From an optimization exercise on the open Yosys and OpenROAD flow, aimed at small area, a short achievable clock period and few clock cycles per item; shortcuts taken in it are not production practice.
RTL that was checked went through simulation tests only; none was proved equivalent to the original.
Function not checked in runs 2 to 4: the RTL went through the layout flow alone.
Power and IR drop assume default switching activity.

==> flow/design.v, too long to show whole: its modules and the start of the top module <==
// module fp_booth_enc: 16 lines
// module fp_tz24: 31 lines
// module fp_pfx_add: 34 lines
// module fp_lzc27: 31 lines
// module fp_mul_core: 1045 lines
// module fpu_top: 302 lines
module fpu_top (
    input  logic            clk,
    input  logic            rst,
    input  logic            in_valid,
    output logic            in_ready,
    input  logic [31:0]     op_a,
    input  logic [31:0]     op_b,
    input  logic [1:0]      op,
    output logic            out_valid,
    input  logic            out_ready,
    output logic [31:0]     result,
    output logic [3:0]      flags
);
  // ...
==> flow/flow/run.sh <==
#!/bin/bash
# Standard layout with these changes:
#  - after the standard synthesis, flow/fixinv.py removes inverters between
#    full-adder cells (a full adder is self-dual, so a cell can work on
#    complemented inputs and give complemented outputs); registers and all
#    other cells are untouched;
#  - timing repair aims below the clock period: repair_timing works until
#    every path has SETUP_SLACK_MARGIN ns to spare;
#  - every input and output port still gets a buffer, a buf_2 rather than
#    the slow clkdlybuf4s50 delay cell that buffer_ports picks by default;
#  - clock tree sink clusters of up to 22 flip-flops (fewer leaf buffers);
#  - placement density 0.72 (shorter wires).
set -euo pipefail
M=8.8
R=orfs/results/sky130hd/fpu_top/base
bash standard.sh SETUP_SLACK_MARGIN=$M synth > synth.log 2>&1
cp $R/1_2_yosys.v synth_netlist_orig.log
python3 flow/fixinv.py synth_netlist_orig.log $R/1_2_yosys.v > fixinv.log 2>&1
touch $R/1_2_yosys.v
bash standard.sh SETUP_SLACK_MARGIN=$M "BUFFER_PORTS_ARGS=-buffer_cell sky130_fd_sc_hd__buf_2" CTS_CLUSTER_SIZE=22 CTS_CLUSTER_DIAMETER=120 PLACE_DENSITY=0.72 finish > flow.log 2>&1
==> flow/flow/fixinv.py <==
#!/usr/bin/env python3
"""Remove inverters around full-adder cells in a mapped sky130 netlist.

A full adder is self-dual: FA(~a, ~b, ~c) = (~sum, ~cout). Each fa cell may
therefore work on complemented signals, its outputs then carrying the
complement of their original values. This picks that choice per cell by
local search so that as few inverters as possible are needed, drops the
netlist's free inverters (internal nets, loads only on cell pins) and adds one
inverter per net whose complement is still needed. Registers and every other
cell are left as they are; each of their pins still sees its original value.

usage: fixinv.py IN.v OUT.v
"""
import re
import sys
from collections import defaultdict

OUT_PINS = {"X", "Y", "Q", "Q_N", "SUM", "COUT", "HI", "LO"}
INV_RE = re.compile(r"^sky130_fd_sc_hd__(inv|clkinv)_\d+$")
FA_RE = re.compile(r"^sky130_fd_sc_hd__fa_\d+$")

src = open(sys.argv[1]).read()
mod_start = src.index("module ")
body_end = src.rindex("endmodule")
if "assign " in src[mod_start:body_end]:
    sys.stderr.write("fixinv: netlist has assign statements, left unchanged\n")
    open(sys.argv[2], "w").write(src)
    sys.exit(0)

cell_re = re.compile(r"^  (sky130_fd_sc_hd__\w+) (\\\S+ |\S+) +\((.*?)\n  \);\n", re.S | re.M)
pin_re = re.compile(r"\.(\w+)\(((?:\\\S+ )|[^()]*?)\)")

cells = []  # [type, name, {pin: net}, span]
n_inst = len(re.findall(r"^  sky130_fd_sc_hd__", src, re.M))
for m in cell_re.finditer(src):
    pins = {}
    for pm in pin_re.finditer(m.group(3)):
        pins[pm.group(1)] = pm.group(2).strip()
    cells.append([m.group(1), m.group(2), pins, m.span()])

if len(cells) != n_inst:
    sys.stderr.write(f"fixinv: parsed {len(cells)} of {n_inst} cells, netlist left unchanged\n")
    open(sys.argv[2], "w").write(src)
    sys.exit(0)

ports = set()
for m in re.finditer(r"^\s*(input|output)\s+(\[\d+:\d+\]\s+)?(\S+);", src, re.M):
    ports.add(m.group(3))

def is_port_net(n):
    base = n.lstrip("\\").split("[")[0].strip()
    return base in ports

driver = {}
loads = defaultdict(list)
for ci, (typ, name, pins, _) in enumerate(cells):
    for p, n in pins.items():
        if p in OUT_PINS:
            driver[n] = (ci, p)
        else:
            loads[n].append((ci, p))

free_inv = set()
for ci, (typ, name, pins, _) in enumerate(cells):
    if INV_RE.match(typ):
        y = pins["Y"]
        if not is_port_net(y) and loads[y]:
            free_inv.add(ci)

def lit(n):
    """(base net, polarity) of net n through free inverters."""
    pol = 0
    while n in driver and driver[n][0] in free_inv:
        pol ^= 1
        n = cells[driver[n][0]][2]["A"]
    return n, pol

fa_cells = [ci for ci, c in enumerate(cells) if FA_RE.match(c[0])]
flip = defaultdict(int)

# Every load pin of a kept cell, with the literal it needs (before flips)
pin_req = []  # (ci, pin, base, pol)
for ci, (typ, name, pins, _) in enumerate(cells):
    if ci in free_inv:
        continue
    for p, n in pins.items():
        if p in OUT_PINS:
            continue
        b, pol = lit(n)
        pin_req.append((ci, p, b, pol))

by_base = defaultdict(list)
for k, (ci, p, b, pol) in enumerate(pin_req):
    by_base[b].append(k)

def phys(b):
    d = driver.get(b)
    if d is not None and FA_RE.match(cells[d[0]][0]):
        return flip[d[0]]
    return 0

def need_inv(b):
    ph = phys(b)
    for k in by_base[b]:
        ci, p, _, pol = pin_req[k]
        want = pol ^ (flip[ci] if FA_RE.match(cells[ci][0]) else 0)
        if want != ph:
            return 1
    return 0

def touched(ci):
    pins = cells[ci][2]
    s = set()
    for p in ("A", "B", "CIN"):
        s.add(lit(pins[p])[0])
    for p in ("SUM", "COUT"):
        s.add(pins[p])
    return s

before = sum(need_inv(b) for b in by_base)
n_free = len(free_inv)
improved = True
passes = 0
while improved and passes < 50:
    improved = False
    passes += 1
    for ci in fa_cells:
        nets = touched(ci)
        old = sum(need_inv(b) for b in nets)
        flip[ci] ^= 1
        new = sum(need_inv(b) for b in nets)
        if new < old:
            improved = True
        else:
            flip[ci] ^= 1
after = sum(need_inv(b) for b in by_base)

# Rebuild: new pin connections
inv_net = {}
new_cells = []
for b in sorted(by_base):
    if need_inv(b):
        k = len(inv_net)
        y = f"fixinv_n{k}"
        inv_net[b] = y
        bn = b if not b.startswith("\\") else b + " "
        new_cells.append(f"  sky130_fd_sc_hd__inv_1 fixinv_c{k} (\n    .A({bn}),\n    .Y({y})\n  );\n")

newpins = defaultdict(dict)
for ci, p, b, pol in pin_req:
    want = pol ^ (flip[ci] if FA_RE.match(cells[ci][0]) else 0)
    n = b if want == phys(b) else inv_net[b]
    newpins[ci][p] = n

out = []
pos = 0
for ci, (typ, name, pins, span) in enumerate(cells):
    out.append(src[pos:span[0]])
    pos = span[1]
    if ci in free_inv:
        continue
    conns = []
    for p, n in pins.items():
        if p not in OUT_PINS:
            n = newpins[ci][p]
        tok = n + " " if n.startswith("\\") else n
        conns.append(f"    .{p}({tok})")
    out.append(f"  {typ} {name} (\n" + ",\n".join(conns) + "\n  );\n")
tail = src[pos:]
ei = tail.rindex("endmodule")
out.append(tail[:ei] + "".join(new_cells) + tail[ei:])
text = "".join(out)
# declare the new nets after the first wire declaration
decl = "".join(f"  wire {v};\n" for v in inv_net.values())
wi = text.index("  wire ", text.index("module "))
text = text[:wi] + decl + text[wi:]
open(sys.argv[2], "w").write(text)
sys.stderr.write(f"fixinv: {len(fa_cells)} full adders, {sum(flip.values())} flipped, "
                 f"free inverters {n_free} -> {after} (start {before}), {passes} passes\n")
==> flow/standard.sh <==
#!/bin/bash
# synth_recipe.tcl (not shown) runs the flow's synth.tcl, then flattens the netlist and writes it again
# the make line also repeats each setting of config.mk as NAME=value (left out here)
make -C /OpenROAD-flow-scripts/flow DESIGN_CONFIG=/design/flow/config.mk WORK_HOME=/design/flow/orfs CLKGATE_MAP_FILE= SYNTH_SCRIPT=/design/flow/synth_recipe.tcl "${@:-finish}"
==> flow/config.mk <==
export PLATFORM = sky130hd
export DESIGN_NAME = fpu_top
export DESIGN_NICKNAME = fpu_top
export VERILOG_FILES = /design/flow/design.v
export SDC_FILE = /design/flow/constraint.sdc
export NUM_CORES = 4
export LEC_CHECK = 0
export CAP_MARGIN = 20
export CORE_MARGIN = 2
export CORE_UTILIZATION = 45
export PLACE_DENSITY = 0.6
export SLEW_MARGIN = 20
==> flow/constraint.sdc <==
create_clock -name core_clock -period 13.0 [get_ports {clk}]
set_input_delay 2.6000 -clock core_clock [delete_from_list [all_inputs] [get_ports {clk}]]
set_output_delay 2.6000 -clock core_clock [all_outputs]
set_load 0.01 [all_outputs]
==> flow_metrics.env, run 1 <==
export IMPL_outcome="timing/DRC/antenna clean"
export IMPL_powerSeq_uw=2240
export IMPL_tritoncts="yes"
export IMPL_path_depth=16
export IMPL_wl_met1_mm=39.9
export IMPL_period_needed_ns=4.21
export IMPL_netlist_instances=3335
export IMPL_dpl_cell_area_um2=36700
export IMPL_postRouteAntennaNets=0
export IMPL_syn_cell_area_um2=35100
export IMPL_syn_area_per_cell_um2=10.5
export IMPL_power_clock_uw=802
export IMPL_cpPeakStageDelay_ns=0.47
export IMPL_num_rows=102
export IMPL_cp_end_kind="flip-flop"
export IMPL_comb_power_uw=5320
export IMPL_regArea_um2=11200
export IMPL_seq_power_share_pct=26.7
export IMPL_p_sw_share_pct=45.3
export IMPL_cts_htree_levels=1
export IMPL_overflow=0
export IMPL_hp_class="flip-flop to flip-flop"
export IMPL_grt_max_degree=96
export IMPL_skew_ns=0.0440
export IMPL_buffers=263
export IMPL_cts_resized=29
export IMPL_p_sw_uw=3790
export IMPL_hp_start="r2_e[2]"
export IMPL_viasPerCell=6.01
export IMPL_via_count=26745
export IMPL_drive_gt1_share_pct=13.6
export IMPL_r2r_end="r2_c[0]"
export IMPL_endpoint="r2_c[0]"
export IMPL_inverters=292
export IMPL_clockPowerShare_pct=9.6
export IMPL_top_usage_layer="met2"
export IMPL_max_cap_violations=0
export IMPL_p_int_uw=4570
export IMPL_power_leader="combinational logic"
export IMPL_grt_pass1_wl_mm=159
export IMPL_multi_input_gates=2443
export IMPL_hold_ws_ns=0.423
export IMPL_place_gp_congestion=0.971
Testbench counts, summed over its fixed seeds: cycles 16,040, items 16,000.
==> module fpu_top, before the edit <==
module fpu_top (
    input  logic            clk,
    input  logic            rst,
    input  logic            in_valid,
    output logic            in_ready,
    input  logic [31:0]     op_a,
    input  logic [31:0]     op_b,
    input  logic [1:0]      op,
    output logic            out_valid,
    input  logic            out_ready,
    output logic [31:0]     result,
    output logic [3:0]      flags
);
    localparam logic [1:0] SP_NONE = 2'd0;
    localparam logic [1:0] SP_NAN  = 2'd1;
    localparam logic [1:0] SP_INF  = 2'd2;
    localparam logic [1:0] SP_ZERO = 2'd3;
    logic v1, v2, ov, kv;
    logic ir, ovn;                
    logic go;
    assign go        = !kv;       
    assign in_ready  = ir;
    assign out_valid = !ovn;
    logic [31:0] r1_a, r1_b;
    logic [1:0]  r1_op;
    logic [11:0] bd_one, bd_two, bd_neg, r1_one, r1_two, r1_neg;
    fp_booth_enc u_benc (.f (op_b[22:0]), .one (bd_one), .two (bd_two), .neg (bd_neg));
    always_ff @(posedge clk) begin
        if (rst)     v1 <= 1'b0;
        else if (go) v1 <= in_valid;
    end
    always_ff @(posedge clk) begin
        if (go) begin
            r1_a  <= op_a;
            r1_b  <= op_b;
            r1_op <= op;
            r1_one <= bd_one;
            r1_two <= bd_two;
            r1_neg <= bd_neg;
        end
    end
    logic        sa, sb, esb;
    logic [7:0]  ea, eb;
    logic [22:0] fa, fb;
    logic        za, zb, inf_a, inf_b, nan_a, nan_b;
    logic        is_mul, is_rsvd;
    logic        a_ge, a_eq;
    assign sa = r1_a[31];
    assign sb = r1_b[31];
    assign ea = r1_a[30:23];
    assign eb = r1_b[30:23];
    assign fa = r1_a[22:0];
    assign fb = r1_b[22:0];
    assign za    = (ea == 8'd0);
    assign zb    = (eb == 8'd0);
    assign inf_a = (&ea) && (fa == 23'd0);
    assign inf_b = (&eb) && (fb == 23'd0);
    assign nan_a = (&ea) && (fa != 23'd0);
    assign nan_b = (&eb) && (fb != 23'd0);
    assign is_mul  = (r1_op == 2'd2);
    assign is_rsvd = (r1_op == 2'd3);
    assign esb     = sb ^ r1_op[0];    
    fp_pfx_add #(.W(31)) u_cmp (
        .a (r1_a[30:0]), .b (~r1_b[30:0]), .cin (1'b1), .s (), .co (a_ge)
    );
    assign a_eq = (r1_a[30:0] == r1_b[30:0]);
    logic [1:0] spk;
    logic       sps;
    always_comb begin
        spk = SP_NONE;
        sps = 1'b0;
        if (is_rsvd || nan_a || nan_b) begin
            spk = SP_NAN;
        end else if (!is_mul) begin
            if (inf_a && inf_b) begin
                if (sa != esb) begin
                    spk = SP_NAN;
                end else begin
                    spk = SP_INF;
                    sps = sa;
                end
            end else if (inf_a) begin
                spk = SP_INF;
                sps = sa;
            end else if (inf_b) begin
                spk = SP_INF;
                sps = esb;
            end else if (za && zb) begin
                spk = SP_ZERO;
                sps = sa & esb;
            end else if (a_eq && (sa != esb)) begin
                spk = SP_ZERO;    
            end
        end else begin
            if ((inf_a && zb) || (inf_b && za)) begin
                spk = SP_NAN;
            end else if (inf_a || inf_b) begin
                spk = SP_INF;
                sps = sa ^ sb;
            end else if (za || zb) begin
                spk = SP_ZERO;
                sps = sa ^ sb;
            end
        end
    end
    logic [7:0]  e_big, ediff;
    logic [22:0] f_big, f_small;
    logic        e_ge, small_z, s_big, eff_sub;
    logic [23:0] sig_small, sig_x;
    logic [4:0]  shamt, tz_a, tz_b;
    logic [26:0] al0, al16, al8;
    logic        st0;
    logic [7:0]  d_ab, d_ba;
    fp_pfx_add #(.W(8)) u_dab (.a (ea), .b (~eb), .cin (1'b1), .s (d_ab), .co (e_ge));
    fp_pfx_add #(.W(8)) u_dba (.a (eb), .b (~ea), .cin (1'b1), .s (d_ba), .co ());
    fp_tz24 u_tza (.f (fa), .tz (tz_a));
    fp_tz24 u_tzb (.f (fb), .tz (tz_b));
    assign e_big     = e_ge ? ea : eb;
    assign ediff     = e_ge ? d_ab : d_ba;
    assign small_z   = e_ge ? zb : za;
    assign f_big     = a_ge ? fa : fb;
    assign f_small   = a_ge ? fb : fa;
    assign s_big     = a_ge ? sa : esb;
    assign eff_sub   = sa ^ esb;
    assign sig_small = small_z ? 24'd0 : {1'b1, f_small};
    assign sig_x     = sig_small ^ {24{eff_sub}};
    assign shamt     = (ediff[7:5] != 3'd0) ? 5'd31 : ediff[4:0];
    logic st0_a, st0_b;
    assign st0_a     = ({1'b0, shamt} >= ({1'b0, tz_a} + 6'd3));
    assign st0_b     = ({1'b0, shamt} >= ({1'b0, tz_b} + 6'd3));
    assign st0       = !small_z && (a_ge ? st0_b : st0_a);
    assign al0       = {sig_x, {3{eff_sub}}};
    assign al16      = shamt[4] ? {{16{eff_sub}}, al0[26:16]} : al0;
    assign al8       = shamt[3] ? {{8{eff_sub}}, al16[26:8]} : al16;
    logic [47:0] cs_s, cs_c;
    logic [9:0]  mexp;
    fp_mul_core u_mul (
        .a      (fa),
        .bd_one (r1_one),
        .bd_two (r1_two),
        .bd_neg (r1_neg),
        .cs_s   (cs_s),
        .cs_c   (cs_c)
    );
    localparam logic [9:0] MINUS_BIAS = 10'h381;
    logic [9:0] me_s, me_c;
    assign me_s = {2'b00, ea} ^ {2'b00, eb} ^ MINUS_BIAS;
    assign me_c = {(({1'b0, ea[7:0]} & {1'b0, eb[7:0]}) |
                    ({1'b0, ea[7:0]} & MINUS_BIAS[8:0]) |
                    ({1'b0, eb[7:0]} & MINUS_BIAS[8:0])), 1'b0};
    fp_pfx_add #(.W(10)) u_mexp (.a (me_s), .b (me_c), .cin (1'b0), .s (mexp), .co ());
    logic m_sticky;
    assign m_sticky = (({1'b0, tz_a} + {1'b0, tz_b}) < 6'd21);
    logic [47:0] r2_s, r2_c;
    logic [9:0]  r2_e;
    logic        r2_sgn, r2_mul, r2_sps, r2_mst;
    logic [1:0]  r2_spk;
    always_ff @(posedge clk) begin
        if (rst)     v2 <= 1'b0;
        else if (go) v2 <= v1;
    end
    always_ff @(posedge clk) begin
        if (go) begin
            r2_s   <= is_mul ? cs_s : {eff_sub, f_big, al8[26:3]};
            r2_c   <= {cs_c[47:7], is_mul ? cs_c[6:0] : {al8[2:0], shamt[2:0], st0}};
            r2_e   <= is_mul ? mexp : {2'b00, e_big};
            r2_sgn <= is_mul ? (sa ^ sb) : s_big;
            r2_mul <= is_mul;
            r2_mst <= m_sticky;
            r2_spk <= spk;
            r2_sps <= sps;
        end
    end
    logic [26:0] sh_v [0:3];
    logic [2:0]  r2_sh;
    logic        r2_eff_sub, r2_st0;
    logic [27:0] raw_sum;
    assign r2_eff_sub = r2_s[47];
    assign r2_sh      = r2_c[3:1];
    assign r2_st0     = r2_c[0];
    assign sh_v[3]    = {r2_s[23:0], r2_c[6:4]};
    for (genvar k = 2; k >= 0; k--) begin : g_align
        localparam int D = 1 << k;
        assign sh_v[k] = r2_sh[k] ? {{D{r2_eff_sub}}, sh_v[k+1][26:D]} : sh_v[k+1];
    end
    fp_pfx_add #(.W(28)) u_sum (
        .a   ({2'b01, r2_s[46:24], 3'b000}),
        .b   ({r2_eff_sub, sh_v[0][26:1], r2_st0 ^ r2_eff_sub}),
        .cin (r2_eff_sub),
        .s   (raw_sum),
        .co  ()
    );
    logic [47:0] prod;
    logic [27:0] m_x;
    fp_pfx_add #(.W(48)) u_prod (.a (r2_s), .b (r2_c), .cin (1'b0), .s (prod), .co ());
    assign m_x  = {prod[47:21], r2_mst};
    logic        v3;
    logic [27:0] r3_x;
    logic [9:0]  r3_e;
    logic        r3_sgn, r3_sps;
    logic [1:0]  r3_spk;
    always_ff @(posedge clk) begin
        if (rst)     v3 <= 1'b0;
        else if (go) v3 <= v2;
    end
    always_ff @(posedge clk) begin
        if (go) begin
            r3_x   <= r2_mul ? m_x : raw_sum;
            r3_e   <= r2_e;
            r3_sgn <= r2_sgn;
            r3_spk <= r2_spk;
            r3_sps <= r2_sps;
        end
    end
    logic [4:0]  lz;
    logic [26:0] n_sig;
    logic [9:0]  n_exp;
    logic [9:0]  e_inc, e_dec;
    fp_lzc27 u_lzc (.x (r3_x[26:0]), .lz (lz));
    fp_pfx_add #(.W(10)) u_einc (.a (r3_e), .b (10'd0), .cin (1'b1), .s (e_inc), .co ());
    fp_pfx_add #(.W(10)) u_edec (.a (r3_e), .b (~{5'd0, lz}), .cin (1'b1), .s (e_dec), .co ());
    assign n_sig = r3_x[27] ? {r3_x[27:2], r3_x[1] | r3_x[0]} : (r3_x[26:0] << lz);
    assign n_exp = r3_x[27] ? e_inc : e_dec;
    logic        v4;
    logic [26:0] sig;
    logic [9:0]  exp;
    logic        r4_sgn, r4_sps;
    logic [1:0]  r4_spk;
    always_ff @(posedge clk) begin
        if (rst)     v4 <= 1'b0;
        else if (go) v4 <= v3;
    end
    always_ff @(posedge clk) begin
        if (go) begin
            sig    <= n_sig;
            exp    <= n_exp;
            r4_sgn <= r3_sgn;
            r4_spk <= r3_spk;
            r4_sps <= r3_sps;
        end
    end
    logic        round_up, rnd_co;
    logic [23:0] sig_rnd;
    logic [9:0]  exp_p1, exp_rnd;
    logic        ovf, unf;
    logic [31:0] rp_result;
    logic [3:0]  rp_flags;
    assign round_up = sig[2] & (sig[1] | sig[0] | sig[3]);
    fp_pfx_add #(.W(24)) u_rnd (.a (sig[26:3]), .b (24'd0), .cin (round_up), .s (sig_rnd), .co (rnd_co));
    fp_pfx_add #(.W(10)) u_ep1 (.a (exp), .b (10'd0), .cin (1'b1), .s (exp_p1), .co ());
    assign exp_rnd = rnd_co ? exp_p1 : exp;
    assign ovf = !exp[9] && (exp[8] || (&exp[7:0]) || (rnd_co && exp[7:0] == 8'hFE));
    assign unf = exp[9] || (exp[8:0] == 9'd0 && !rnd_co);
    always_comb begin
        rp_flags    = 4'd0;
        rp_flags[0] = |sig[2:0];
        if (ovf) begin
            rp_result   = {r4_sgn, 8'hFF, 23'd0};
            rp_flags[2] = 1'b1;
            rp_flags[0] = 1'b1;
        end else if (unf) begin
            rp_result   = {r4_sgn, 31'd0};
            rp_flags[1] = 1'b1;
            rp_flags[0] = 1'b1;
        end else begin
            rp_result = {r4_sgn, exp_rnd[7:0], sig_rnd[22:0]};
        end
    end
    logic [35:0] st_out;
    always_comb begin
        case (r4_spk)
            SP_NAN:  st_out = {32'h7FC0_0000, 4'b1000};
            SP_INF:  st_out = {r4_sps, 8'hFF, 23'd0, 4'b0000};
            SP_ZERO: st_out = {r4_sps, 31'd0, 4'b0000};
            default: st_out = {rp_result, rp_flags};
        endcase
    end
    logic        incoming, o_free;
    logic [35:0] k_data;
    assign incoming = go && v4;
    assign o_free   = !ov || out_ready;
    logic ov_next, kv_next;
    assign ov_next = o_free ? (kv || incoming) : ov;
    assign kv_next = kv ? !o_free : (incoming && !o_free);
    always_ff @(posedge clk) begin
        if (rst) begin
            ov  <= 1'b0;
            kv  <= 1'b0;
            ovn <= 1'b1;
            ir  <= 1'b1;
        end else begin
            ov  <= ov_next;
            kv  <= kv_next;
            ovn <= !ov_next;
            ir  <= !kv_next;
        end
    end
    always_ff @(posedge clk) begin
        if (o_free) {result, flags} <= kv ? k_data : st_out;
        if (!kv && !o_free) k_data <= st_out;
    end
endmodule
==> run 2: changes to the inputs <==
--- a/flow/design.v
+++ b/flow/design.v
@@ -161,17 +161,18 @@
 `timescale 1ns/1ps
 `default_nettype none
 module fp_mul_core (
     input  wire [22:0] a,
     input  wire [11:0] bd_one,    
     input  wire [11:0] bd_two,
     input  wire [11:0] bd_neg,
     output wire [47:0] cs_s,
-    output wire [47:0] cs_c
+    output wire [47:0] cs_c,
+    output wire [47:0] cs_t
 );
     wire one0 = bd_one[0];
     wire two0 = bd_two[0];
     wire neg0 = bd_neg[0];
     wire pp0_0 = ((a[0] & one0)) ^ neg0;
     wire pp0_1 = ((a[1] & one0) | (a[0] & two0)) ^ neg0;
     wire pp0_2 = ((a[2] & one0) | (a[1] & two0)) ^ neg0;
     wire pp0_3 = ((a[3] & one0) | (a[2] & two0)) ^ neg0;
@@ -1011,204 +1012,160 @@
     wire s493 = c408 ^ c410 ^ s411;
     wire c494 = (c408 & c410) | (c408 & s411) | (c410 & s411);
     wire s495 = c412 ^ s413 ^ a[20];
     wire c496 = (c412 & s413) | (c412 & a[20]) | (s413 & a[20]);
     wire s497 = c414 ^ sn10 ^ pp11_23;
     wire c498 = (c414 & sn10) | (c414 & pp11_23) | (sn10 & pp11_23);
     wire s499 = pp11_24 ^ a[22];
     wire c500 = pp11_24 & a[22];
-    wire s501 = pp0_2 ^ pp1_0;
-    wire c502 = pp0_2 & pp1_0;
-    wire s503 = pp0_3 ^ pp1_1;
-    wire c504 = pp0_3 & pp1_1;
-    wire s505 = s415 ^ pp2_0 ^ neg2;
-    wire c506 = (s415 & pp2_0) | (s415 & neg2) | (pp2_0 & neg2);
-    wire s507 = c416 ^ s417 ^ pp2_1;
-    wire c508 = (c416 & s417) | (c416 & pp2_1) | (s417 & pp2_1);
-    wire s509 = c418 ^ s419 ^ neg3;
-    wire c510 = (c418 & s419) | (c418 & neg3) | (s419 & neg3);
-    wire s511 = c420 ^ s421 ^ pp3_1;
-    wire c512 = (c420 & s421) | (c420 & pp3_1) | (s421 & pp3_1);
-    wire s513 = c422 ^ s423 ^ neg4;
-    wire c514 = (c422 & s423) | (c422 & neg4) | (s423 & neg4);
-    wire s515 = c424 ^ s425 ^ s277;
-    wire c516 = (c424 & s425) | (c424 & s277) | (s425 & s277);
-    wire s517 = c426 ^ s427 ^ s281;
-    wire c518 = (c426 & s427) | (c426 & s281) | (s427 & s281);
-    wire s519 = c428 ^ s429 ^ s285;
-    wire c520 = (c428 & s429) | (c428 & s285) | (s429 & s285);
-    wire s521 = c430 ^ s431 ^ s289;
-    wire c522 = (c430 & s431) | (c430 & s289) | (s431 & s289);
-    wire s523 = c432 ^ s433 ^ s293;
-    wire c524 = (c432 & s433) | (c432 & s293) | (s433 & s293);
-    wire s525 = c434 ^ s435 ^ s297;
-    wire c526 = (c434 & s435) | (c434 & s297) | (s435 & s297);
-    wire s527 = c436 ^ s437 ^ s301;
-    wire c528 = (c436 & s437) | (c436 & s301) | (s437 & s301);
-    wire s529 = c438 ^ s439 ^ s305;
-    wire c530 = (c438 & s439) | (c438 & s305) | (s439 & s305);
-    wire s531 = c440 ^ s441 ^ s309;
-    wire c532 = (c440 & s441) | (c440 & s309) | (s441 & s309);
-    wire s533 = c442 ^ s443 ^ s313;
-    wire c534 = (c442 & s443) | (c442 & s313) | (s443 & s313);
-    wire s535 = c444 ^ s445 ^ s317;
-    wire c536 = (c444 & s445) | (c444 & s317) | (s445 & s317);
-    wire s537 = c446 ^ s447 ^ s321;
-    wire c538 = (c446 & s447) | (c446 & s321) | (s447 & s321);
-    wire s539 = c448 ^ s449 ^ s325;
-    wire c540 = (c448 & s449) | (c448 & s325) | (s449 & s325);
-    wire s541 = c450 ^ s451 ^ s329;
-    wire c542 = (c450 & s451) | (c450 & s329) | (s451 & s329);
-    wire s543 = c452 ^ s453 ^ s333;
-    wire c544 = (c452 & s453) | (c452 & s333) | (s453 & s333);
-    wire s545 = c454 ^ s455 ^ s337;
-    wire c546 = (c454 & s455) | (c454 & s337) | (s455 & s337);
-    wire s547 = c456 ^ s457 ^ s341;
-    wire c548 = (c456 & s457) | (c456 & s341) | (s457 & s341);
-    wire s549 = c458 ^ s459 ^ s345;
-    wire c550 = (c458 & s459) | (c458 & s345) | (s459 & s345);
-    wire s551 = c460 ^ s461 ^ s349;
-    wire c552 = (c460 & s461) | (c460 & s349) | (s461 & s349);
-    wire s553 = c462 ^ s463 ^ s353;
-    wire c554 = (c462 & s463) | (c462 & s353) | (s463 & s353);
-    wire s555 = c464 ^ s465 ^ s357;
-    wire c556 = (c464 & s465) | (c464 & s357) | (s465 & s357);
-    wire s557 = c466 ^ s467 ^ s361;
-    wire c558 = (c466 & s467) | (c466 & s361) | (s467 & s361);
-    wire s559 = c468 ^ s469 ^ s365;
-    wire c560 = (c468 & s469) | (c468 & s365) | (s469 & s365);
-    wire s561 = c470 ^ s471 ^ s369;
-    wire c562 = (c470 & s471) | (c470 & s369) | (s471 & s369);
-    wire s563 = c472 ^ s473 ^ s373;
-    wire c564 = (c472 & s473) | (c472 & s373) | (s473 & s373);
-    wire s565 = c474 ^ s475 ^ s377;
-    wire c566 = (c474 & s475) | (c474 & s377) | (s475 & s377);
-    wire s567 = c476 ^ s477 ^ s381;
-    wire c568 = (c476 & s477) | (c476 & s381) | (s477 & s381);
-    wire s569 = c478 ^ s479 ^ s385;
-    wire c570 = (c478 & s479) | (c478 & s385) | (s479 & s385);
-    wire s571 = c480 ^ s481 ^ s389;
-    wire c572 = (c480 & s481) | (c480 & s389) | (s481 & s389);
-    wire s573 = c482 ^ s483 ^ s393;
-    wire c574 = (c482 & s483) | (c482 & s393) | (s483 & s393);
-    wire s575 = c484 ^ s485 ^ s397;
-    wire c576 = (c484 & s485) | (c484 & s397) | (s485 & s397);
-    wire s577 = c486 ^ s487 ^ s401;
-    wire c578 = (c486 & s487) | (c486 & s401) | (s487 & s401);
-    wire s579 = c488 ^ s489 ^ s405;
-    wire c580 = (c488 & s489) | (c488 & s405) | (s489 & s405);
-    wire s581 = c490 ^ s491 ^ s409;
-    wire c582 = (c490 & s491) | (c490 & s409) | (s491 & s409);
-    wire s583 = c492 ^ s493 ^ a[19];
-    wire c584 = (c492 & s493) | (c492 & a[19]) | (s493 & a[19]);
-    wire s585 = c494 ^ s495 ^ 1'b1;
-    wire c586 = (c494 & s495) | (c494 & 1'b1) | (s495 & 1'b1);
-    wire s587 = c496 ^ s497 ^ a[21];
-    wire c588 = (c496 & s497) | (c496 & a[21]) | (s497 & a[21]);
-    wire s589 = c498 ^ s499 ^ 1'b1;
-    wire c590 = (c498 & s499) | (c498 & 1'b1) | (s499 & 1'b1);
-    wire s591 = c500 ^ sn11 ^ 1'b1;
-    wire c592 = (c500 & sn11) | (c500 & 1'b1) | (sn11 & 1'b1);
     assign cs_s[0] = pp0_0;
     assign cs_c[0] = neg0;
+    assign cs_t[0] = 1'b0;
     assign cs_s[1] = pp0_1;
     assign cs_c[1] = 1'b0;
-    assign cs_s[2] = s501;
-    assign cs_c[2] = neg1;
-    assign cs_s[3] = c502;
-    assign cs_c[3] = s503;
-    assign cs_s[4] = c504;
-    assign cs_c[4] = s505;
-    assign cs_s[5] = c506;
-    assign cs_c[5] = s507;
-    assign cs_s[6] = c508;
-    assign cs_c[6] = s509;
-    assign cs_s[7] = c510;
-    assign cs_c[7] = s511;
-    assign cs_s[8] = c512;
-    assign cs_c[8] = s513;
-    assign cs_s[9] = c514;
-    assign cs_c[9] = s515;
-    assign cs_s[10] = c516;
-    assign cs_c[10] = s517;
-    assign cs_s[11] = c518;
-    assign cs_c[11] = s519;
-    assign cs_s[12] = c520;
-    assign cs_c[12] = s521;
-    assign cs_s[13] = c522;
-    assign cs_c[13] = s523;
-    assign cs_s[14] = c524;
-    assign cs_c[14] = s525;
-    assign cs_s[15] = c526;
-    assign cs_c[15] = s527;
-    assign cs_s[16] = c528;
-    assign cs_c[16] = s529;
-    assign cs_s[17] = c530;
-    assign cs_c[17] = s531;
-    assign cs_s[18] = c532;
-    assign cs_c[18] = s533;
-    assign cs_s[19] = c534;
-    assign cs_c[19] = s535;
-    assign cs_s[20] = c536;
-    assign cs_c[20] = s537;
-    assign cs_s[21] = c538;
-    assign cs_c[21] = s539;
-    assign cs_s[22] = c540;
-    assign cs_c[22] = s541;
-    assign cs_s[23] = c542;
-    assign cs_c[23] = s543;
-    assign cs_s[24] = c544;
-    assign cs_c[24] = s545;
-    assign cs_s[25] = c546;
-    assign cs_c[25] = s547;
-    assign cs_s[26] = c548;
-    assign cs_c[26] = s549;
-    assign cs_s[27] = c550;
-    assign cs_c[27] = s551;
-    assign cs_s[28] = c552;
-    assign cs_c[28] = s553;
-    assign cs_s[29] = c554;
-    assign cs_c[29] = s555;
-    assign cs_s[30] = c556;
-    assign cs_c[30] = s557;
-    assign cs_s[31] = c558;
-    assign cs_c[31] = s559;
-    assign cs_s[32] = c560;
-    assign cs_c[32] = s561;
-    assign cs_s[33] = c562;
-    assign cs_c[33] = s563;
-    assign cs_s[34] = c564;
-    assign cs_c[34] = s565;
-    assign cs_s[35] = c566;
-    assign cs_c[35] = s567;
-    assign cs_s[36] = c568;
-    assign cs_c[36] = s569;
-    assign cs_s[37] = c570;
-    assign cs_c[37] = s571;
-    assign cs_s[38] = c572;
-    assign cs_c[38] = s573;
-    assign cs_s[39] = c574;
-    assign cs_c[39] = s575;
-    assign cs_s[40] = c576;
-    assign cs_c[40] = s577;
-    assign cs_s[41] = c578;
-    assign cs_c[41] = s579;
-    assign cs_s[42] = c580;
-    assign cs_c[42] = s581;
-    assign cs_s[43] = c582;
-    assign cs_c[43] = s583;
-    assign cs_s[44] = c584;
-    assign cs_c[44] = s585;
-    assign cs_s[45] = c586;
-    assign cs_c[45] = s587;
-    assign cs_s[46] = c588;
-    assign cs_c[46] = s589;
-    assign cs_s[47] = c590;
-    assign cs_c[47] = s591;
+    assign cs_t[1] = 1'b0;
+    assign cs_s[2] = pp0_2;
+    assign cs_c[2] = pp1_0;
+    assign cs_t[2] = neg1;
+    assign cs_s[3] = pp0_3;
+    assign cs_c[3] = pp1_1;
+    assign cs_t[3] = 1'b0;
+    assign cs_s[4] = s415;
+    assign cs_c[4] = pp2_0;
+    assign cs_t[4] = neg2;
+    assign cs_s[5] = c416;
+    assign cs_c[5] = s417;
+    assign cs_t[5] = pp2_1;
+    assign cs_s[6] = c418;
+    assign cs_c[6] = s419;
+    assign cs_t[6] = neg3;
+    assign cs_s[7] = c420;
+    assign cs_c[7] = s421;
+    assign cs_t[7] = pp3_1;
+    assign cs_s[8] = c422;
+    assign cs_c[8] = s423;
+    assign cs_t[8] = neg4;
+    assign cs_s[9] = c424;
+    assign cs_c[9] = s425;
+    assign cs_t[9] = s277;
+    assign cs_s[10] = c426;
+    assign cs_c[10] = s427;
+    assign cs_t[10] = s281;
+    assign cs_s[11] = c428;
+    assign cs_c[11] = s429;
+    assign cs_t[11] = s285;
+    assign cs_s[12] = c430;
+    assign cs_c[12] = s431;
+    assign cs_t[12] = s289;
+    assign cs_s[13] = c432;
+    assign cs_c[13] = s433;
+    assign cs_t[13] = s293;
+    assign cs_s[14] = c434;
+    assign cs_c[14] = s435;
+    assign cs_t[14] = s297;
+    assign cs_s[15] = c436;
+    assign cs_c[15] = s437;
+    assign cs_t[15] = s301;
+    assign cs_s[16] = c438;
+    assign cs_c[16] = s439;
+    assign cs_t[16] = s305;
+    assign cs_s[17] = c440;
+    assign cs_c[17] = s441;
+    assign cs_t[17] = s309;
+    assign cs_s[18] = c442;
+    assign cs_c[18] = s443;
+    assign cs_t[18] = s313;
+    assign cs_s[19] = c444;
+    assign cs_c[19] = s445;
+    assign cs_t[19] = s317;
+    assign cs_s[20] = c446;
+    assign cs_c[20] = s447;
+    assign cs_t[20] = s321;
+    assign cs_s[21] = c448;
+    assign cs_c[21] = s449;
+    assign cs_t[21] = s325;
+    assign cs_s[22] = c450;
+    assign cs_c[22] = s451;
+    assign cs_t[22] = s329;
+    assign cs_s[23] = c452;
+    assign cs_c[23] = s453;
+    assign cs_t[23] = s333;
+    assign cs_s[24] = c454;
+    assign cs_c[24] = s455;
+    assign cs_t[24] = s337;
+    assign cs_s[25] = c456;
+    assign cs_c[25] = s457;
+    assign cs_t[25] = s341;
+    assign cs_s[26] = c458;
+    assign cs_c[26] = s459;
+    assign cs_t[26] = s345;
+    assign cs_s[27] = c460;
+    assign cs_c[27] = s461;
+    assign cs_t[27] = s349;
+    assign cs_s[28] = c462;
+    assign cs_c[28] = s463;
+    assign cs_t[28] = s353;
+    assign cs_s[29] = c464;
+    assign cs_c[29] = s465;
+    assign cs_t[29] = s357;
+    assign cs_s[30] = c466;
+    assign cs_c[30] = s467;
+    assign cs_t[30] = s361;
+    assign cs_s[31] = c468;
+    assign cs_c[31] = s469;
+    assign cs_t[31] = s365;
+    assign cs_s[32] = c470;
+    assign cs_c[32] = s471;
+    assign cs_t[32] = s369;
+    assign cs_s[33] = c472;
+    assign cs_c[33] = s473;
+    assign cs_t[33] = s373;
+    assign cs_s[34] = c474;
+    assign cs_c[34] = s475;
+    assign cs_t[34] = s377;
+    assign cs_s[35] = c476;
+    assign cs_c[35] = s477;
+    assign cs_t[35] = s381;
+    assign cs_s[36] = c478;
+    assign cs_c[36] = s479;
+    assign cs_t[36] = s385;
+    assign cs_s[37] = c480;
+    assign cs_c[37] = s481;
+    assign cs_t[37] = s389;
+    assign cs_s[38] = c482;
+    assign cs_c[38] = s483;
+    assign cs_t[38] = s393;
+    assign cs_s[39] = c484;
+    assign cs_c[39] = s485;
+    assign cs_t[39] = s397;
+    assign cs_s[40] = c486;
+    assign cs_c[40] = s487;
+    assign cs_t[40] = s401;
+    assign cs_s[41] = c488;
+    assign cs_c[41] = s489;
+    assign cs_t[41] = s405;
+    assign cs_s[42] = c490;
+    assign cs_c[42] = s491;
+    assign cs_t[42] = s409;
+    assign cs_s[43] = c492;
+    assign cs_c[43] = s493;
+    assign cs_t[43] = a[19];
+    assign cs_s[44] = c494;
+    assign cs_c[44] = s495;
+    assign cs_t[44] = 1'b1;
+    assign cs_s[45] = c496;
+    assign cs_c[45] = s497;
+    assign cs_t[45] = a[21];
+    assign cs_s[46] = c498;
+    assign cs_c[46] = s499;
+    assign cs_t[46] = 1'b1;
+    assign cs_s[47] = c500;
+    assign cs_c[47] = sn11;
+    assign cs_t[47] = 1'b1;
 endmodule
 `default_nettype wire
 `timescale 1ns/1ps
 `default_nettype none
 module fpu_top (
     input  logic            clk,
     input  logic            rst,
     input  logic            in_valid,
@@ -1312,103 +1269,106 @@
                 sps = sa ^ sb;
             end
         end
     end
     logic [7:0]  e_big, ediff;
     logic [22:0] f_big, f_small;
     logic        e_ge, small_z, s_big, eff_sub;
     logic [23:0] sig_small, sig_x;
-    logic [4:0]  shamt, tz_a, tz_b;
+    logic [4:0]  shamt, tz_a, tz_b, tz_s;
+    logic [5:0]  lo_pos;
     logic [26:0] al0, al16, al8;
     logic        st0;
     logic [7:0]  d_ab, d_ba;
     fp_pfx_add #(.W(8)) u_dab (.a (ea), .b (~eb), .cin (1'b1), .s (d_ab), .co (e_ge));
     fp_pfx_add #(.W(8)) u_dba (.a (eb), .b (~ea), .cin (1'b1), .s (d_ba), .co ());
     fp_tz24 u_tza (.f (fa), .tz (tz_a));
     fp_tz24 u_tzb (.f (fb), .tz (tz_b));
     assign e_big     = e_ge ? ea : eb;
     assign ediff     = e_ge ? d_ab : d_ba;
     assign small_z   = e_ge ? zb : za;
     assign f_big     = a_ge ? fa : fb;
     assign f_small   = a_ge ? fb : fa;
+    assign tz_s      = a_ge ? tz_b : tz_a;
     assign s_big     = a_ge ? sa : esb;
     assign eff_sub   = sa ^ esb;
     assign sig_small = small_z ? 24'd0 : {1'b1, f_small};
     assign sig_x     = sig_small ^ {24{eff_sub}};
     assign shamt     = (ediff[7:5] != 3'd0) ? 5'd31 : ediff[4:0];
-    logic st0_a, st0_b;
-    assign st0_a     = ({1'b0, shamt} >= ({1'b0, tz_a} + 6'd3));
-    assign st0_b     = ({1'b0, shamt} >= ({1'b0, tz_b} + 6'd3));
-    assign st0       = !small_z && (a_ge ? st0_b : st0_a);
+    assign lo_pos    = small_z ? 6'd32 : ({1'b0, tz_s} + 6'd3);
+    assign st0       = ({1'b0, shamt} >= lo_pos);
     assign al0       = {sig_x, {3{eff_sub}}};
     assign al16      = shamt[4] ? {{16{eff_sub}}, al0[26:16]} : al0;
     assign al8       = shamt[3] ? {{8{eff_sub}}, al16[26:8]} : al16;
-    logic [47:0] cs_s, cs_c;
+    logic [47:0] cs_s, cs_c, cs_t;
     logic [9:0]  mexp;
     fp_mul_core u_mul (
         .a      (fa),
         .bd_one (r1_one),
         .bd_two (r1_two),
         .bd_neg (r1_neg),
         .cs_s   (cs_s),
-        .cs_c   (cs_c)
+        .cs_c   (cs_c),
+        .cs_t   (cs_t)
     );
     localparam logic [9:0] MINUS_BIAS = 10'h381;
     logic [9:0] me_s, me_c;
     assign me_s = {2'b00, ea} ^ {2'b00, eb} ^ MINUS_BIAS;
     assign me_c = {(({1'b0, ea[7:0]} & {1'b0, eb[7:0]}) |
                     ({1'b0, ea[7:0]} & MINUS_BIAS[8:0]) |
                     ({1'b0, eb[7:0]} & MINUS_BIAS[8:0])), 1'b0};
     fp_pfx_add #(.W(10)) u_mexp (.a (me_s), .b (me_c), .cin (1'b0), .s (mexp), .co ());
-    logic m_sticky;
-    assign m_sticky = (({1'b0, tz_a} + {1'b0, tz_b}) < 6'd21);
-    logic [47:0] r2_s, r2_c;
+    logic [47:0] r2_s, r2_c, r2_t;
     logic [9:0]  r2_e;
-    logic        r2_sgn, r2_mul, r2_sps, r2_mst;
+    logic        r2_sgn, r2_mul, r2_sps;
     logic [1:0]  r2_spk;
     always_ff @(posedge clk) begin
         if (rst)     v2 <= 1'b0;
         else if (go) v2 <= v1;
     end
     always_ff @(posedge clk) begin
         if (go) begin
             r2_s   <= is_mul ? cs_s : {eff_sub, f_big, al8[26:3]};
-            r2_c   <= {cs_c[47:7], is_mul ? cs_c[6:0] : {al8[2:0], shamt[2:0], st0}};
+            r2_c   <= cs_c;
+            r2_t   <= {cs_t[47:7], is_mul ? cs_t[6:0] : {al8[2:0], shamt[2:0], st0}};
             r2_e   <= is_mul ? mexp : {2'b00, e_big};
             r2_sgn <= is_mul ? (sa ^ sb) : s_big;
             r2_mul <= is_mul;
-            r2_mst <= m_sticky;
             r2_spk <= spk;
             r2_sps <= sps;
         end
     end
     logic [26:0] sh_v [0:3];
     logic [2:0]  r2_sh;
     logic        r2_eff_sub, r2_st0;
     logic [27:0] raw_sum;
     assign r2_eff_sub = r2_s[47];
-    assign r2_sh      = r2_c[3:1];
-    assign r2_st0     = r2_c[0];
-    assign sh_v[3]    = {r2_s[23:0], r2_c[6:4]};
+    assign r2_sh      = r2_t[3:1];
+    assign r2_st0     = r2_t[0];
+    assign sh_v[3]    = {r2_s[23:0], r2_t[6:4]};
     for (genvar k = 2; k >= 0; k--) begin : g_align
         localparam int D = 1 << k;
         assign sh_v[k] = r2_sh[k] ? {{D{r2_eff_sub}}, sh_v[k+1][26:D]} : sh_v[k+1];
     end
     fp_pfx_add #(.W(28)) u_sum (
         .a   ({2'b01, r2_s[46:24], 3'b000}),
         .b   ({r2_eff_sub, sh_v[0][26:1], r2_st0 ^ r2_eff_sub}),
         .cin (r2_eff_sub),
         .s   (raw_sum),
         .co  ()
     );
     logic [47:0] prod;
     logic [27:0] m_x;
-    fp_pfx_add #(.W(48)) u_prod (.a (r2_s), .b (r2_c), .cin (1'b0), .s (prod), .co ());
-    assign m_x  = {prod[47:21], r2_mst};
+    logic [47:0] p3_s, p3_c;
+    assign p3_s = r2_s ^ r2_c ^ r2_t;
+    assign p3_c = {(r2_s[46:0] & r2_c[46:0]) | (r2_s[46:0] & r2_t[46:0]) |
+                   (r2_c[46:0] & r2_t[46:0]), 1'b0};
+    fp_pfx_add #(.W(48)) u_prod (.a (p3_s), .b (p3_c), .cin (1'b0), .s (prod), .co ());
+    assign m_x  = {prod[47:21], |prod[20:0]};
     logic        v3;
     logic [27:0] r3_x;
     logic [9:0]  r3_e;
     logic        r3_sgn, r3_sps;
     logic [1:0]  r3_spk;
     always_ff @(posedge clk) begin
         if (rst)     v3 <= 1'b0;
         else if (go) v3 <= v2;
==> flow/flow/run.sh (replaced) <==
#!/bin/bash
# Standard layout with two changes:
#  - after the standard synthesis, flow/fixinv.py removes inverters between
#    full-adder cells (a full adder is self-dual, so a cell can work on
#    complemented inputs and give complemented outputs); registers and all
#    other cells are untouched;
#  - timing repair aims below the clock period: repair_timing works until
#    every path has SETUP_SLACK_MARGIN ns to spare;
#  - every input and output port still gets a buffer, a buf_2 rather than
#    the slow clkdlybuf4s50 delay cell that buffer_ports picks by default.
set -euo pipefail
M=8.8
R=orfs/results/sky130hd/fpu_top/base
bash standard.sh SETUP_SLACK_MARGIN=$M synth > synth.log 2>&1
cp $R/1_2_yosys.v synth_netlist_orig.log
python3 flow/fixinv.py synth_netlist_orig.log $R/1_2_yosys.v > fixinv.log 2>&1
touch $R/1_2_yosys.v
bash standard.sh SETUP_SLACK_MARGIN=$M "BUFFER_PORTS_ARGS=-buffer_cell sky130_fd_sc_hd__buf_2" finish > flow.log 2>&1
==> run 2 against run 1 <==
- global-route usage rose by 2.3 points
- still clean
- clock power is 71% higher
- utilization is 1.3 points higher
- non-clock buffer count is 16 higher
- setup slack improved by 0.056 ns
- hold slack lost 0.0060 ns
- sequential cell count is 43 higher
- count of clock-buffer cells in the layout increased by 23
- highest routed layer is now met5
- sequential power grew 8.9%
==> flow_metrics.env, run 2 <==
export IMPL_layout_setup_ws_ns=8.85
export IMPL_wl_per_cell_um=25.5
export IMPL_crit_family="adder cells"
export IMPL_fmax_ghz=0.241
export IMPL_drt_first_pass_iters=9
export IMPL_cpPeakStageDelay_ns=1.15
export IMPL_drtIter0Drc=3146
export IMPL_skew_ns=0.0284
export IMPL_crit_path_frequent_cell="fa_1"
export IMPL_place_gp_congestion=0.957
export IMPL_hp_start="r2_e[8]"
export IMPL_hp_class="flip-flop to flip-flop"
export IMPL_syn_cell_area_um2=36500
export IMPL_numCtsBuffers=49
export IMPL_slew_violations=0
export IMPL_grt_antenna_before_repair=2
export IMPL_cp_arrival_ns=4.41
export IMPL_tritoncts="yes"
export IMPL_num_rows=104
export IMPL_largest_register="r2_s"
export IMPL_detailedPlace_worstSlack_ns=8.42
export IMPL_ys_warnings_count=10
export IMPL_placed_cells_incl_taps=4436
export IMPL_ir_worst_vdd_mv=0.162
export IMPL_core_area_um2=80400
export IMPL_max_cap_violations=0
export IMPL_path_cells="a22oi_1 -> xnor2_1 -> fa_1 -> inv_1 -> fa_1 -> fa_1 -> fa_1 -> nand2_1 -> o21ai_0"
export IMPL_hold_depth=0
export IMPL_r2r_end="r2_s[30]"
export IMPL_syn_area_per_cell_um2=10.6
export IMPL_final_cell_mix="edfxtp_1, xnor2_1, inv_1, a22oi_1, fa_1"
export IMPL_wirelength_mm=118
export IMPL_leakage_uw=0.0166
export IMPL_period_needed_ns=4.15
export IMPL_grt_pass1_vias=26765
export IMPL_layout_nets=4074
export IMPL_max_slew_margin_rel_pct=18.3
export IMPL_final_setup_tns_ns=0
export IMPL_start_util_pct=45.4
export IMPL_crit_buf_inv=1
export IMPL_port_buffers=107
export IMPL_cts_root_buf="clkbuf_16"
export IMPL_setup_viol=0
export IMPL_worst_ep_required_time_ns=13.26
export IMPL_top_regs="r2_s (48), r2_c (47), r2_t (41)"
export IMPL_largest_register_ffs=48
export IMPL_overflow=0
export IMPL_cp_end_kind="flip-flop"
export IMPL_io_pins=108
export IMPL_die_area_um2=83500
export IMPL_grt_usage_pct=27.6
export IMPL_powerDensity_nw_per_um2=229
export IMPL_cts_htree_levels=2
export IMPL_clockBufferDepth=3
export IMPL_die_w_um=289
export IMPL_n_fill_cell=7305
export IMPL_rsz0062_at_grt="true"
export IMPL_startpoint="r1_one[7]"
export IMPL_slowest_stage="edfxtp_1"
export IMPL_power_uw=9390
export IMPL_outcome="timing/DRC/antenna clean"
export IMPL_period_share_pct=31.9
export IMPL_clock_latency_ns=0.63
export IMPL_hold_end="r3_e[8]"
export IMPL_clk_pin_slew_ns=0.06
export IMPL_ff2ff_setup_slack_ns=8.85
export IMPL_via_count=27572
export IMPL_remaining_drc_errors=0
export IMPL_postRouteAntennaNets=0
export IMPL_worstMarginPinSlew_ns=1.23
export IMPL_grt_max_degree=138
export IMPL_syn_num_nets=3977
export IMPL_layout_commonest_cell="edfxtp_1"
export IMPL_cp_max_fo=24
export IMPL_hold_violations=0
export IMPL_startpoint_type="flip-flop"
export IMPL_hold_ws_ns=0.417
export IMPL_reg2reg_depth=9
export IMPL_viasPerCell=5.96
export IMPL_netlist_instances=3431
export IMPL_r2r_start="r1_one[7]"
export IMPL_instances_no_fill=4625
export IMPL_dp_hpwl_mm=83.1
export IMPL_clock_sinks=418
export IMPL_drive_gt1_share_pct=14.6
export IMPL_crit_type="flip-flop to flip-flop"
export IMPL_areaGrowthSynthToFinish_pct=12.3
export IMPL_grt_pass1_wl_mm=173
export IMPL_die_y_um=289
==> run 2: repair_timing <==
item                                    4_1_cts  5_1_grt
pin swaps                                     2       28
resized for setup                            25       85
hold buffers                                  0        0
endpoints found under the setup margin       69       51
gates cloned                                  1        8
buffers inserted                             17       75
==> run 2: report_power, final <==
| group | switching (uW) | internal [uW] | leakage [uW] | total [uW] |
|---|---|---|---|---|
| logic | 3210 | 2370 | 0.0114 | 5570 |
| registers | 361 | 2080 | 0.00444 | 2440 |
| clock network | 593 | 778 | 0.000765 | 1370 |
| total | 4160 | 5230 | 0.0166 | 9390 |
==> run 2: how the worst max path moves through the flow <==
stage / depth (start not counted) / endpoint
floorplan: 23 / r2_st0
global placement: 17 / r2_st0
detailed placement: 17 / r2_st0
CTS: 17 / r2_st0
global route: 17 / r2_st0
finish: 9 / r2_s[30]
==> run 2: layout make-up <==
class                   instances  area, um^2  area share, %
multi-input cells            2491       22400           54.5
flip-flops and latches        418       12500           30.4
repair buffers                279        2150           5.24
well taps                    1060        1330           3.23
clock buffers                  55        1250           3.04
inverters                     289        1140           2.78
clock inverters                32         340          0.829
diodes                          1        2.50        0.00610
==> run 2: metrics by stage <==
stage,utilization [%],cell area (um^2)
after global routing,51.0,41000
after CTS,49.6,39900
final,51.0,41000
after global placement,47.3,38000
after floorplan,-,36600
after detailed placement,47.3,38000
==> run 2: per-layer routing <==
metal | global-route usage, % | vias up | routed length (um)
met5 | 0 | - | 13
met1 | 37.1 | 13360 | 46900
li1 | - | 12395 | -
met2 | 43.1 | 1461 | 52700
met3 | 5.39 | 354 | 11100
met4 | 13.2 | 2 | 7210
==> run 3: changes to the inputs <==
--- a/flow/flow/run.sh
+++ b/flow/flow/run.sh
@@ -9,7 +9,7 @@
 #  - every input and output port still gets a buffer, a buf_2 rather than
 #    the slow clkdlybuf4s50 delay cell that buffer_ports picks by default.
 set -euo pipefail
-M=8.8
+M=8.5
 R=orfs/results/sky130hd/fpu_top/base
 bash standard.sh SETUP_SLACK_MARGIN=$M synth > synth.log 2>&1
 cp $R/1_2_yosys.v synth_netlist_orig.log
==> run 3 against run 2 <==
- critical path type unchanged
- global-route usage shrank 0.20 points
- largest cell class unchanged
- sequential power barely moved
- still clean on timing, DRC and antenna
- sequential cell count stayed put
- routed wire length shrank 3.0%
==> flow_metrics.env, run 3 <==
export IMPL_setup_viol=0
export IMPL_grt_antenna_before_repair=2
export IMPL_num_rows=104
export IMPL_overflow=0
export IMPL_largest_register_ffs=48
export IMPL_period_share_pct=35.1
export IMPL_grt_pass1_wl_mm=171
export IMPL_max_slew_margin_rel_pct=15.5
export IMPL_cp_end_kind="flip-flop"
export IMPL_worstMarginPinSlew_ns=1.27
export IMPL_grt_max_degree=140
export IMPL_rsz0062_at_grt="true"
export IMPL_dpl_cell_area_um2=38000
export IMPL_max_cap_violations=0
export IMPL_leakage_uw=0.0161
export IMPL_use_met1_pct=37.2
export IMPL_slowest_stage="nor4_1"
export IMPL_place_gp_congestion=0.952
export IMPL_grt_pass1_vias=26446
export IMPL_ys_warnings_count=10
export IMPL_clock_latency_ns=0.65
export IMPL_wirelength_mm=114
export IMPL_areaGrowthSynthToFinish_pct=9.23
export IMPL_ir_worst_vdd_mv=0.139
export IMPL_clockBufferDepth=3
export IMPL_hp_class="flip-flop to flip-flop"
export IMPL_period_needed_ns=4.57
export IMPL_netlist_instances=3431
export IMPL_cpPeakStageDelay_ns=0.50
export IMPL_skew_ns=0.0435
export IMPL_startpoint_type="flip-flop"
export IMPL_powerDensity_nw_per_um2=231
export IMPL_hold_violations=0
export IMPL_final_cell_mix="edfxtp_1, xnor2_1, inv_1, a22oi_1, fa_1"
export IMPL_cp_max_fo=30
export IMPL_worst_ep_required_time_ns=13.36
export IMPL_viasPerCell=5.97
export IMPL_use_met2_pct=42.2
export IMPL_die_w_um=289
export IMPL_drive_gt1_share_pct=11.1
export IMPL_final_setup_tns_ns=0
export IMPL_syn_cell_area_um2=36500
export IMPL_slew_violations=0
export IMPL_start_util_pct=45.4
export IMPL_met3_usage_pct=5.62
export IMPL_syn_num_nets=3977
export IMPL_drt_first_pass_iters=7
export IMPL_clk_pin_slew_ns=0.06
export IMPL_outcome="timing/DRC/antenna clean"
export IMPL_tritoncts="yes"
export IMPL_crit_buf_inv=2
export IMPL_postRouteAntennaNets=0
export IMPL_fmax_ghz=0.219
export IMPL_drtIter0Drc=3358
export IMPL_cts_htree_levels=2
export IMPL_top_usage_layer="met2"
export IMPL_port_buffers=107
export IMPL_largest_register="r2_s"
export IMPL_numCtsBuffers=49
export IMPL_remaining_drc_errors=0
export IMPL_via_count=27058
export IMPL_crit_family="compound AO/OA/AOI/OAI gates"
export IMPL_io_pins=108
export IMPL_grt_usage_pct=27.4
export IMPL_die_area_um2=83500
export IMPL_syn_area_per_cell_um2=10.6
export IMPL_design_area_um2=39900
export IMPL_top_regs="r2_s (48), r2_c (47), r2_t (41)"
export IMPL_core_area_um2=80400
export IMPL_clock_sinks=418
export IMPL_crit_path_frequent_cell="ha_1"
export IMPL_crit_type="flip-flop to flip-flop"
export IMPL_wl_per_cell_um=25.2
export IMPL_die_y_um=289
export IMPL_cp_arrival_ns=4.92
export IMPL_layout_commonest_cell="edfxtp_1"
export IMPL_layout_nets=3982
export IMPL_cts_root_buf="clkbuf_16"
export IMPL_dp_hpwl_mm=83.5
export IMPL_path_cells="buf_4 -> ha_1 -> nand4_1 -> nor4_1 -> o21ai_0 -> o211ai_1 -> a211oi_4 -> buf_4 -> o41a_1 -> ha_1 -> or2_2 -> ha_1 -> a21oi_1 -> nor2b_1 -> o21ai_0 -> nand2b_1 -> a21oi_1 -> nor3_1"
## run 3: report_power, final
group	internal (uW)	switching, uW
Sequential	2080	373
Combinational	2260	3110
Clock	792	601
Total	5140	4080
## run 3: path summary, 6_finish.rpt
check / from / endpoint / slack, ns / depth (start not counted)
max: r1_a[7] / r2_st0 / 8.43 / 18
min: r2_e[6] / r3_e[6] / 0.42 / 0
max reg2reg: r1_a[7] / r2_st0 / 8.43 / 18
min reg2reg: r2_e[6] / r3_e[6] / 0.42 / 0
## run 3: per-layer routing
layer / routed length [um] / share of wire (%)
met3: 10000 / 8.7
met1: 47000 / 41
met4: 6390 / 5.6
met5: 18 / 0.016
met2: 50900 / 45
## run 3: area by class of cell
type | count | area, um^2
fillers | 7355 | 40500
clock inverters | 24 | 298
well taps | 1060 | 1330
flip-flops and latches | 418 | 12500
multi-input cells | 2491 | 22100
repair buffers | 187 | 1260
inverters | 289 | 1100
clock buffers | 65 | 1330
diodes | 1 | 2.50
## run 3: through the flow
stage	util, %	worst slack [ns]	power [uW]	cells	hold WS, ns
detailed placement	47.2	8.09	7730	4430	0.405
global route	49.6	8.27	9950	4534	0.429
CTS	49.4	8.49	9170	4522	0.416
global placement	47.2	8.14	7690	4429	0.402
finish	49.6	8.43	9220	4535	0.418
floorplan	-	8.51	6050	3431	0.400
## run 3: repair_timing
item                                   CTS  global route
hold buffers                             0             0
buffers inserted                         2             8
setup endpoints to repair                3            30
gates resized for setup                  8            15
gates cloned                             1             1
pin swaps                                1             1
endpoints found under the hold margin    0             0
==> run 4: changes to the inputs <==
--- a/flow/design.v
+++ b/flow/design.v
@@ -1274,8 +1274,7 @@
     logic [22:0] f_big, f_small;
     logic        e_ge, small_z, s_big, eff_sub;
     logic [23:0] sig_small, sig_x;
-    logic [4:0]  shamt, tz_a, tz_b, tz_s;
-    logic [5:0]  lo_pos;
+    logic [4:0]  shamt, tz_a, tz_b;
     logic [26:0] al0, al16, al8;
     logic        st0;
     logic [7:0]  d_ab, d_ba;
@@ -1288,14 +1287,15 @@
     assign small_z   = e_ge ? zb : za;
     assign f_big     = a_ge ? fa : fb;
     assign f_small   = a_ge ? fb : fa;
-    assign tz_s      = a_ge ? tz_b : tz_a;
     assign s_big     = a_ge ? sa : esb;
     assign eff_sub   = sa ^ esb;
     assign sig_small = small_z ? 24'd0 : {1'b1, f_small};
     assign sig_x     = sig_small ^ {24{eff_sub}};
     assign shamt     = (ediff[7:5] != 3'd0) ? 5'd31 : ediff[4:0];
-    assign lo_pos    = small_z ? 6'd32 : ({1'b0, tz_s} + 6'd3);
-    assign st0       = ({1'b0, shamt} >= lo_pos);
+    logic st0_a, st0_b;
+    assign st0_a     = ({1'b0, shamt} >= ({1'b0, tz_a} + 6'd3));
+    assign st0_b     = ({1'b0, shamt} >= ({1'b0, tz_b} + 6'd3));
+    assign st0       = !small_z && (a_ge ? st0_b : st0_a);
     assign al0       = {sig_x, {3{eff_sub}}};
     assign al16      = shamt[4] ? {{16{eff_sub}}, al0[26:16]} : al0;
     assign al8       = shamt[3] ? {{8{eff_sub}}, al16[26:8]} : al16;
@@ -1317,9 +1317,11 @@
                     ({1'b0, ea[7:0]} & MINUS_BIAS[8:0]) |
                     ({1'b0, eb[7:0]} & MINUS_BIAS[8:0])), 1'b0};
     fp_pfx_add #(.W(10)) u_mexp (.a (me_s), .b (me_c), .cin (1'b0), .s (mexp), .co ());
+    logic m_sticky;
+    assign m_sticky = (({1'b0, tz_a} + {1'b0, tz_b}) < 6'd21);
     logic [47:0] r2_s, r2_c, r2_t;
     logic [9:0]  r2_e;
-    logic        r2_sgn, r2_mul, r2_sps;
+    logic        r2_sgn, r2_mul, r2_sps, r2_mst;
     logic [1:0]  r2_spk;
     always_ff @(posedge clk) begin
         if (rst)     v2 <= 1'b0;
@@ -1333,6 +1335,7 @@
             r2_e   <= is_mul ? mexp : {2'b00, e_big};
             r2_sgn <= is_mul ? (sa ^ sb) : s_big;
             r2_mul <= is_mul;
+            r2_mst <= m_sticky;
             r2_spk <= spk;
             r2_sps <= sps;
         end
@@ -1363,7 +1366,7 @@
     assign p3_c = {(r2_s[46:0] & r2_c[46:0]) | (r2_s[46:0] & r2_t[46:0]) |
                    (r2_c[46:0] & r2_t[46:0]), 1'b0};
     fp_pfx_add #(.W(48)) u_prod (.a (p3_s), .b (p3_c), .cin (1'b0), .s (prod), .co ());
-    assign m_x  = {prod[47:21], |prod[20:0]};
+    assign m_x  = {prod[47:21], r2_mst};
     logic        v3;
     logic [27:0] r3_x;
     logic [9:0]  r3_e;
==> run 4 against run 3 <==
- still clean on timing, DRC and antenna
- register-to-register slack better by 0.10 ns
- cell count is 2.1% higher
- synthesized cell count is 2.0% higher
- critical path depth is 8 lower
- first-iteration DRC count is 5.1% higher
- count of clock-buffer cells in the layout is 6 lower
- largest cell class unchanged
- largest power group unchanged
==> flow_metrics.env, run 4 <==
export IMPL_via_count=28642
export IMPL_instances_no_fill=4628
export IMPL_final_cell_mix="edfxtp_1, xnor2_1, inv_1, a22oi_1, fa_1"
export IMPL_layout_setup_ws_ns=8.53
export IMPL_slew_violations=0
export IMPL_hp_class="flip-flop to flip-flop"
export IMPL_largest_register_ffs=48
export IMPL_fmax_ghz=0.224
export IMPL_powerDensity_nw_per_um2=227
export IMPL_dp_hpwl_mm=86.5
export IMPL_hold_violations=0
export IMPL_viasPerCell=6.19
export IMPL_grt_usage_pct=28.7
export IMPL_numCtsBuffers=50
export IMPL_areaGrowthSynthToFinish_pct=9.74
export IMPL_placed_cells_incl_taps=4516
export IMPL_tritoncts="yes"
export IMPL_wirelength_mm=123
export IMPL_clock_latency_ns=0.65
export IMPL_num_rows=105
export IMPL_wl_per_cell_um=26.6
export IMPL_crit_type="flip-flop to flip-flop"
export IMPL_largest_register="r2_s"
export IMPL_path_cells="inv_1 -> buf_4 -> xnor2_1 -> fa_1 -> fa_1 -> inv_1 -> fa_1 -> fa_1 -> nand2_1 -> o21ai_0"
export IMPL_drt_first_pass_iters=7
export IMPL_period_share_pct=34.3
export IMPL_worstMarginPinSlew_ns=1.10
export IMPL_cpPeakStageDelay_ns=0.84
export IMPL_worst_ep_required_time_ns=13.30
export IMPL_drtIter0Drc=3529
export IMPL_grt_max_degree=140
export IMPL_setup_viol=0
export IMPL_die_y_um=291
export IMPL_syn_num_nets=4050
export IMPL_remaining_drc_errors=0
export IMPL_final_setup_tns_ns=0
export IMPL_startpoint_type="flip-flop"
export IMPL_cp_arrival_ns=4.76
export IMPL_n_fill_cell=7447
export IMPL_period_needed_ns=4.47
export IMPL_top_regs="r2_s (48), r2_c (47), r2_t (41)"
export IMPL_grt_pass1_wl_mm=184
export IMPL_crit_path_frequent_cell="fa_1"
export IMPL_layout_commonest_cell="edfxtp_1"
export IMPL_detailedPlace_worstSlack_ns=8.22
export IMPL_place_gp_congestion=0.980
export IMPL_rsz0062_at_grt="true"
export IMPL_max_slew_margin_rel_pct=26.6
export IMPL_clk_pin_slew_ns=0.06
export IMPL_cts_htree_levels=2
export IMPL_drive_gt1_share_pct=11.9
export IMPL_syn_area_per_cell_um2=10.6
export IMPL_cp_end_kind="flip-flop"
export IMPL_cp_max_fo=11
export IMPL_netlist_instances=3498
export IMPL_grt_antenna_before_repair=3
export IMPL_start_util_pct=45.3
export IMPL_multi_input_area_um2=22700
export IMPL_postRouteAntennaNets=0
export IMPL_crit_family="adder cells"
export IMPL_port_buffers=107
export IMPL_overflow=0
export IMPL_leakage_uw=0.0162
export IMPL_skew_ns=0.0601
export IMPL_ys_warnings_count=10
export IMPL_regArea_um2=12500
export IMPL_io_pins=108
export IMPL_clock_sinks=419
export IMPL_syn_cell_area_um2=37100
export IMPL_clockBufferDepth=3
export IMPL_outcome="timing/DRC/antenna clean"
export IMPL_core_area_um2=81800
export IMPL_slowest_stage="edfxtp_1"
export IMPL_max_cap_violations=0
export IMPL_die_w_um=291
export IMPL_die_area_um2=84700
export IMPL_cts_root_buf="clkbuf_16"
export IMPL_layout_nets=4067
export IMPL_grt_pass1_vias=28410
export IMPL_crit_buf_inv=3
export IMPL_ir_worst_vdd_mv=0.139
## run 4: changes by cell type in the layout (fill, tap and decap cells not counted), sizes merged, moves of 16 or more
cell / delta
a21oi: +23
buf: +24
mux4: +16
nand2: -21
nand3: +31
xnor2: -22
## run 4: layer usage
| metal | wire length [um] | vias to the layer above | GRT usage, % |
|---|---|---|---|
| met5 | 32 | - | 0 |
| met3 | 12900 | 397 | 7.00 |
| met4 | 6430 | 4 | 12.4 |
| met2 | 54900 | 1719 | 44.8 |
| li1 | - | 12592 | - |
| met1 | 48800 | 13930 | 38.1 |
## run 4: report_power, final
part | leakage (uW) | switching, uW | internal [uW]
combinational | 0.0109 | 3150 | 2160
clock | 0.000822 | 627 | 825
sequential | 0.00444 | 380 | 2100
## run 4: stage by stage
step,hold slack [ns],util (%),total power (uW),cell area (um^2)
finish,0.416,49.7,9250,40700
detailed placement,0.405,47.3,7700,38700
floorplan,0.400,-,5800,37100
global route,0.426,49.7,9870,40700
CTS,0.419,49.4,9190,40400
global placement,0.402,47.3,7690,38700
## run 4: final cells by class
cell class,count,area share (%)
repair buffers,210,3.31
clock inverters,34,0.929
flip-flops and latches,419,30.7
repair inverters,1,0.0123
diodes,2,0.0123
inverters,284,2.68
multi-input cells,2549,55.8
clock buffers,59,3.26
well taps,1070,3.29
## run 4: final timing paths
kind         startpoint  endpoint  slack (ns)  cells past startpoint
min              r2_sps    r3_sps        0.42                      0
min reg2reg      r2_sps    r3_sps        0.42                      0
max           r1_neg[8]  r2_s[29]        8.53                     10
max reg2reg   r1_neg[8]  r2_s[29]        8.53                     10
## run 4: repair_timing
action | in CTS | in global routing
pin swaps | 1 | 3
cloned | 2 | 0
gates resized for setup | 5 | 19
endpoints found under the setup margin | 12 | 42
setup buffers | 1 | 13
hold buffers | 0 | 0

[what the ideal ports hide]
Ports are ideal in the flow. The routed layouts listed here were re-timed in OpenROAD. Step 1 (the two cells are an assumption about what drives the block):
set clk [get_ports {clk}]
set_driving_cell -lib_cell sky130_fd_sc_hd__clkbuf_16 $clk
set_driving_cell -lib_cell sky130_fd_sc_hd__buf_2 [delete_from_list [all_inputs] $clk]
Step 2 also shifts input and output timing later by t, the mid clock arrival at the registers, as if the neighbouring blocks saw the same clock. Slacks: ideal / step 1 / step 2; pairs: ideal / step 1.
run | t (ns) | setup slack, ns | worst setup path at the end | slew at the worst register clock pin (ns)
run 1 | 0.663 | 8.793 / 8.793 / 8.621 | input to register | 0.11 / 0.11
run 2 | 0.678 | 8.849 / 8.849 / 8.587 | input to register | 0.07 / 0.07
run 3 | 0.690 | 8.435 / 8.435 / 8.181 | input to register | 0.09 / 0.09
run 4 | 0.690 | 8.535 / 8.535 / 8.535 | register to register | 0.07 / 0.07
After both steps every run listed still meets setup and hold. For run 2, which loses most, drivers alone change the setup slack by 0.000 ns; drivers and shift together by -0.262 ns.
